From an optimization exercise on the open Yosys and OpenROAD flow, aimed at small area; shortcuts taken in it are not production practice. The RTL was checked by simulation tests, not by an equivalence proof against the original design. Power and IR drop assume default switching activity.

Setup of the reference run:
## poly_voice_engine
module poly_voice_engine #(
  parameter int NUM_VOICES   = 8,
  parameter int PHASE_W      = 32,
  parameter int ENV_W        = 16,
  parameter int VEL_W        = 7,
  parameter int OUT_W        = 24,
  parameter int SAMPLE_DIV   = 1024,
  parameter int ATTACK_STEP  = 64,
  parameter int RELEASE_STEP = 16
) (
  input  logic                          i_clk,
  input  logic                          i_reset_n,
  input  logic                          i_cmd_valid,
  output logic                          o_cmd_ready,
  input  logic                          i_cmd_note_on,
  input  logic [$clog2(NUM_VOICES)-1:0] i_cmd_voice,
  input  logic [PHASE_W-1:0]            i_cmd_tuning,
  input  logic [VEL_W-1:0]              i_cmd_velocity,
  input  logic [1:0]                    i_wave_sel,
  output logic signed [OUT_W-1:0]       o_sample,
  output logic                          o_sample_valid,
  output logic [NUM_VOICES-1:0]         o_active_voices
);
Settings: LEC_CHECK=0, ABC_AREA=1, CAP_MARGIN=20, CORE_MARGIN=2, CORE_UTILIZATION=40, SLEW_MARGIN=20; clock period 10.0 ns.
standard.sh (not shown) runs the stock make flow with config.mk's settings and CLKGATE_MAP_FILE= SYNTH_SCRIPT=/design/flow/synth_recipe.tcl, a recipe that flattens the netlist after the stock synthesis.
==> flow/flow/run.sh <==
#!/bin/bash
set -euo pipefail
here=$(cd "$(dirname "$0")" && pwd)
export CTS_ARGS="-sink_clustering_enable -repair_clock_nets -dont_use_dummy_load -buf_list sky130_fd_sc_hd__clkbuf_4 -sink_clustering_size 10 -sink_clustering_max_diameter 40"
export BUFFER_PORTS_ARGS="-buffer_cell sky130_fd_sc_hd__buf_1"
if [[ -s "$here/synth_args.txt" ]]; then export SYNTH_ARGS="$(cat "$here/synth_args.txt")"; fi
bash standard.sh > flow_standard.log 2>&1
==> flow/flow/synth_args.txt <==
-noabc
#### Input delta (the trial run over the reference run)
==> flow/flow/run.sh <==
#!/bin/bash
set -euo pipefail
here=$(cd "$(dirname "$0")" && pwd)
export CTS_ARGS="-sink_clustering_enable -repair_clock_nets -dont_use_dummy_load -buf_list sky130_fd_sc_hd__clkbuf_4 -sink_clustering_size 10 -sink_clustering_max_diameter 40"
export BUFFER_PORTS_ARGS="-buffer_cell sky130_fd_sc_hd__buf_1"
if [[ -s "$here/abc_area.script" ]]; then
  rm -rf scripts_area
  cp -r "$FLOW_HOME/scripts" scripts_area
  cp "$here/abc_area.script" scripts_area/abc_area.script
  export SCRIPTS_DIR="$PWD/scripts_area"
fi
if [[ -s "$here/synth_args.txt" ]]; then export SYNTH_ARGS="$(cat "$here/synth_args.txt")"; fi
bash standard.sh > flow_standard.log 2>&1
==> flow/flow/abc_area.script (new file) <==
strash
dch
map -B 0.9
topo
==> results.txt <==
In the trial run relative to the reference run, placed standard-cell area had gone down slightly.
Number of rows created at floorplan: the trial run < the reference run
Comparing the two runs side by side, the trial run comes out ahead of the reference run on clock skew.
Of the trial run and the reference run, the run reporting the higher power in the clock group was the trial run.

Setup of run 1:
Starting RTL as in the previous note.
export LEC_CHECK = 0
export ABC_AREA = 1
export CAP_MARGIN = 20
export CORE_MARGIN = 2
export CORE_UTILIZATION = 45
export SLEW_MARGIN = 20
create_clock -name core_clock -period 10.0 [get_ports {i_clk}]
==> flow/flow/run.sh <==
#!/bin/bash
set -euo pipefail
here=$(cd "$(dirname "$0")" && pwd)
export CTS_ARGS="-sink_clustering_enable -repair_clock_nets -dont_use_dummy_load -buf_list sky130_fd_sc_hd__clkbuf_4 -sink_clustering_size 10 -sink_clustering_max_diameter 40"
export BUFFER_PORTS_ARGS="-buffer_cell sky130_fd_sc_hd__buf_1"
if [[ -s "$here/abc_area.script" ]]; then
  rm -rf scripts_area
  cp -r "$FLOW_HOME/scripts" scripts_area
  cp "$here/abc_area.script" scripts_area/abc_area.script
  export SCRIPTS_DIR="$PWD/scripts_area"
fi
if [[ -s "$here/synth_args.txt" ]]; then export SYNTH_ARGS="$(cat "$here/synth_args.txt")"; fi
bash standard.sh > flow_standard.log 2>&1
==> flow/flow/abc_area.script <==
strash
dch
amap
topo
Scripts as last shown in full above: flow/flow/synth_args.txt
Run 1 went all the way through synthesis, placement and routing and the layout is clean on timing, DRC and antenna.
Inputs modified between run 1 and run 2:
==> flow/flow/run.sh <==
#!/bin/bash
set -euo pipefail
here=$(cd "$(dirname "$0")" && pwd)
export CTS_ARGS="-sink_clustering_enable -repair_clock_nets -dont_use_dummy_load -buf_list sky130_fd_sc_hd__clkbuf_4 -sink_clustering_size 8 -sink_clustering_max_diameter 50"
export BUFFER_PORTS_ARGS="-buffer_cell sky130_fd_sc_hd__buf_1"
if [[ -s "$here/synth_args.txt" ]]; then export SYNTH_ARGS="$(cat "$here/synth_args.txt")"; fi
bash standard.sh > flow_standard.log 2>&1
diff --git a/flow/config.mk b/flow/config.mk
--- a/flow/config.mk
+++ b/flow/config.mk
@@ -9,4 +9,4 @@
 export CAP_MARGIN = 20
 export CORE_MARGIN = 2
-export CORE_UTILIZATION = 45
+export CORE_UTILIZATION = 40
 export SLEW_MARGIN = 20
removed: flow/flow/abc_area.script
## What came out
Going from run 1 to run 2, number of global-route vias before repair shrinks by 3.3%. Looking at total met2 wirelength after detailed routing, run 2 sits about 11% lower than run 1 does. Diff run 1 -> run 2 | final-layout fill cell count | up by more than a quarter. Going from run 1 to run 2, net count of the mapped netlist higher; smallest setup slack after layout higher. In the tables for run 2 and run 1, fraction of met1 tracks used by global routing reads higher with run 1.
diff inputs: run 2 => run 3
diff --git a/flow/config.mk b/flow/config.mk
--- a/flow/config.mk
+++ b/flow/config.mk
@@ -6,5 +6,5 @@
 export NUM_CORES = 4
 export LEC_CHECK = 0
-export ABC_AREA = 1
+export ABC_AREA = 0
 export CAP_MARGIN = 20
 export CORE_MARGIN = 2
[summary]
Top achievable clock speed: run 3 lower than run 2. Between run 2 and run 3, the flow reports number of clock buffers in the layout increasing by a few percent. The lower critical path depth came out of run 2. Diff run 2 -> run 3 | placed cell area | up by a little under 10%. Run 2 has lower total power than run 3. Going from run 2 to run 3, complex-gate fraction of the synthesized area rose by 2.5 points, global-route usage increased 1.1 points, utilization went down 0.71 points, post-synthesis net count went up 346. In the tables for run 3 and run 2, final weighted congestion in routability-driven placement reads lower with run 2.

separate check: timing with driven ports:
How much do the figures lean on ideal ports? The routed layouts below were timed once more, with nothing changed but the port constraints.
Step 1 assumes that a clkbuf_16 drives the clock port and a buf_2 every other input.
Step 2 times the ports against the registers' clock, not the clock port: input delays grow and output delays shrink by t, the midpoint of the rising clock arrivals with the driver on.
a / b / c = ideal / step 1 / step 2; a / b = the first two.
run	t, ns	slack for setup (ns)	worst setup path at the end	worst data-port slew with drivers (ns)	cell pins on the clock port's net
the reference run	0.893	1.505 / 1.505 / 1.505	register to register	0.15	1
the trial run	0.852	1.245 / 1.245 / 1.245	register to register	0.07	1
run 1	0.869	0.956 / 0.956 / 0.956	register to register	0.09	1
run 2	0.883	1.484 / 1.484 / 1.484	register to register	0.14	1
run 3	0.847	1.001 / 1.001 / 1.001	register to register	0.13	1
After both steps every run listed still meets setup and hold.
